From an optimization exercise on the open Yosys and OpenROAD flow, aimed at small area, a short achievable clock period and few clock cycles per item; shortcuts taken in it are not production practice. RTL that was checked went through simulation tests only; none was proved equivalent to the original. Power and IR drop assume default switching activity.

## soc_axi_regfile
module soc_axi_regfile #(
  parameter int TAGW      = 16,
  parameter int MEM_BYTES = 64,
  parameter int NUM_LOG   = 2,
  parameter int ADDRW     = 13
) (
  input  logic                   aclk,
  input  logic                   rst,
  input  logic                   arvalid,
  output logic                   arready,
  input  logic [31:0]            araddr,
  input  logic [TAGW-1:0]        arid,
  input  logic [7:0]             arlen,
  input  logic [1:0]             arburst,
  input  logic [2:0]             arsize,
  output logic                   rvalid,
  input  logic                   rready,
  output logic [31:0]            rdata,
  output logic [1:0]             rresp,
  output logic [TAGW-1:0]        rid,
  output logic                   rlast,
  input  logic                   awvalid,
  output logic                   awready,
  input  logic [31:0]            awaddr,
  input  logic [TAGW-1:0]        awid,
  input  logic [7:0]             awlen,
  input  logic [1:0]             awburst,
  input  logic [2:0]             awsize,
  input  logic                   wvalid,
  output logic                   wready,
  input  logic [31:0]            wdata,
  input  logic [3:0]             wstrb,
  input  logic                   wlast,
  output logic                   bvalid,
  input  logic                   bready,
  output logic [1:0]             bresp,
  output logic [TAGW-1:0]        bid,
  input  logic [31:0]            gpio_in,
  output logic [31:0]            gpio_out,
  output logic [31:0]            pauser,
  output logic [255:0]           cptra_obf_key,
  input  logic [8*NUM_LOG-1:0]   log_char,
  input  logic [NUM_LOG-1:0]     log_empty,
  input  logic [NUM_LOG-1:0]     log_full,
  output logic [NUM_LOG-1:0]     log_rd
);
clock: 4.0 ns
lec_check: 0
abc_clock_period_in_ps: 2000
cap_margin: 20
core_margin: 2
core_utilization: 55
cts_cluster_diameter: 60
cts_cluster_size: 30
place_density: 0.7
setup_slack_margin: 1.9
slew_margin: 20
standard.sh (not shown) runs the stock make flow with config.mk's settings and CLKGATE_MAP_FILE= SYNTH_SCRIPT=/design/flow/synth_recipe.tcl, a recipe that flattens the netlist after the stock synthesis.
==> flow/flow/run.sh <==
#!/bin/bash
# Standard ORFS layout; only the port buffers use a small plain buffer cell.
set -euo pipefail
export BUFFER_PORTS_ARGS="-buffer_cell sky130_fd_sc_hd__buf_1"
bash standard.sh > flow.log 2>&1
Testbench counts at the start, summed over its fixed seeds: cycles 11,649, items 2,560.
Rerun with:
--- a/flow/design.v
+++ b/flow/design.v
@@ -204,86 +204,105 @@
     if (r_gen) begin
       rdata_q <= r_data;
       rerr_q  <= ~rh_ok_q;
       rid_q   <= rh_id_q;
       rlast_q <= rh_last_q;
     end
   end
-  logic            wh_v_q;
-  logic [WAW-1:0]  wh_addr_q;
-  logic [7:0]      wh_rem_q;
+  logic            wh_v_q, wt_v_q;
+  logic [WAW-1:0]  wh_addr_q, wt_addr_q;
+  logic [7:0]      wh_rem_q, wt_len_q;
   logic            wh_last_q;
   logic            wh_ok_q;        
-  logic            wh_fixed_q;
-  logic            wh_bad_q;
+  logic            wh_fixed_q, wt_fixed_q;
+  logic            wh_bad_q, wt_bad_q;
   logic            wh_err_q;
-  logic [TAGW-1:0] wh_id_q;
+  logic [TAGW-1:0] wh_id_q, wt_id_q;
   logic            awready_q;
   logic            wready_q;
   logic            bvalid_q;
   logic            berr_q;
   logic [TAGW-1:0] bid_q;
   logic            aw_hs;
   logic            aw_bad;
   logic            aw_fixed;
   logic            w_hs;
   logic            w_adv;
   logic            w_wr;
-  logic            wh_v_d, wh_last_d, bvalid_d;
+  logic            wh_v_d, wt_v_d, wh_last_d, bvalid_d;
   logic [7:0]      wh_rem_d;
   logic [WAW-1:0]  w_addr_nxt;
   assign aw_hs      = awvalid & awready_q;
   assign aw_bad     = (awsize != 3'd2) || (awburst == C_BURST_WRAP);
   assign aw_fixed   = (awburst == C_BURST_FIXED);
   assign w_hs       = wvalid & wready_q;
   assign w_adv      = ~wh_v_q | (w_hs & wh_last_q);
   assign w_wr       = w_hs & wh_ok_q;
   assign w_addr_nxt = wh_addr_q + WAW'(1);
   always_comb begin
     if (w_adv) begin
-      wh_v_d    = aw_hs;
-      wh_rem_d  = awlen;
+      wh_v_d    = wt_v_q | aw_hs;
+      wt_v_d    = wt_v_q & aw_hs;
+      wh_rem_d  = wt_v_q ? wt_len_q : awlen;
       wh_last_d = (wh_rem_d == 8'h0);
     end else begin
       wh_v_d    = wh_v_q;
+      wt_v_d    = wt_v_q | aw_hs;
       wh_rem_d  = w_hs ? wh_rem_q - 8'h1 : wh_rem_q;
       wh_last_d = w_hs ? (wh_rem_q == 8'h1) : wh_last_q;
     end
     bvalid_d = (bvalid_q & ~bready) | (w_hs & wh_last_q);
   end
   always_ff @(posedge aclk) begin
     if (rst) begin
       wh_v_q    <= 1'b0;
+      wt_v_q    <= 1'b0;
       awready_q <= 1'b1;
       wready_q  <= 1'b0;
       bvalid_q  <= 1'b0;
     end else begin
       wh_v_q    <= wh_v_d;
-      awready_q <= ~wh_v_d;
+      wt_v_q    <= wt_v_d;
+      awready_q <= ~wt_v_d;
       wready_q  <= wh_v_d & (~wh_last_d | ~bvalid_d);
       bvalid_q  <= bvalid_d;
     end
   end
   always_ff @(posedge aclk) begin
     wh_rem_q  <= wh_rem_d;
     wh_last_q <= wh_last_d;
     if (w_adv) begin
       wh_err_q <= 1'b0;
-      wh_addr_q  <= awaddr[ADDRW-1:2];
-      wh_ok_q    <= ~aw_bad & (awaddr[ADDRW-1:MWW+2] == '0);
-      wh_fixed_q <= aw_fixed;
-      wh_bad_q   <= aw_bad;
-      wh_id_q    <= awid;
+      if (wt_v_q) begin
+        wh_addr_q  <= wt_addr_q;
+        wh_ok_q    <= ~wt_bad_q & (wt_addr_q[WAW-1:MWW] == '0);
+        wh_fixed_q <= wt_fixed_q;
+        wh_bad_q   <= wt_bad_q;
+        wh_id_q    <= wt_id_q;
+      end else begin
+        wh_addr_q  <= awaddr[ADDRW-1:2];
+        wh_ok_q    <= ~aw_bad & (awaddr[ADDRW-1:MWW+2] == '0);
+        wh_fixed_q <= aw_fixed;
+        wh_bad_q   <= aw_bad;
+        wh_id_q    <= awid;
+      end
     end else if (w_hs) begin
       wh_err_q <= wh_err_q | ~wh_ok_q;
       if (!wh_fixed_q) begin
         wh_addr_q <= w_addr_nxt;
         wh_ok_q   <= ~wh_bad_q & (w_addr_nxt[WAW-1:MWW] == '0);
       end
     end
+    if (aw_hs) begin
+      wt_addr_q  <= awaddr[ADDRW-1:2];
+      wt_len_q   <= awlen;
+      wt_fixed_q <= aw_fixed;
+      wt_bad_q   <= aw_bad;
+      wt_id_q    <= awid;
+    end
     if (w_hs & wh_last_q) begin
       berr_q <= wh_err_q | ~wh_ok_q;
       bid_q  <= wh_id_q;
     end
   end
   logic [31:0] w_lane;
   logic [3:0]  w_go;
What happened: Total power grows by 7.2%. Setup slack got worse by 0.024 ns. Wire length grows by 7.1%. Final cell count grows by 3.7%. Count of clock-buffer cells in the layout grows by 7. Die area grows by 6.1%. Area after synthesis grows by 6.2%. Critical path depth grows by 2. Worst hold slack improved by 0.017 ns. Design area grows by 5.8%. Maximum frequency shrinks by 1.1%. Register-to-register slack got worse by 0.03 ns.
No functional check of the RTL was part of the second run of this note.

re-timing with driven ports:
In the flow no input, the clock included, has a driving cell. The finished layouts below were timed again as built, in two steps. Step 1 assumes that a clkbuf_16 drives the clock port and a buf_2 every other input. Step 2, shift: input delay + t, output delay - t, t = (earliest + latest rising clock arrival at the registers) / 2. This alone moves slack from input paths to output paths. Three values: ideal ports, drivers, drivers and shift; two values: the first two.
run | t, ns | slack for setup (ns) | worst hold slack (ns) | worst setup path at the end | worst slew at a driven data input, ns
the first run | 0.653 | 1.893 / 1.722 / 1.320 | 0.364 / 0.329 / 0.390 | input to register | 0.24
the second run | 0.667 | 1.869 / 1.706 / 1.198 | 0.381 / 0.347 / 0.427 | input to register | 0.21
After both steps every run listed still meets setup and hold. The setup slack of the second run, which loses most, moves by -0.163 ns with the drivers and by -0.671 ns with both steps.
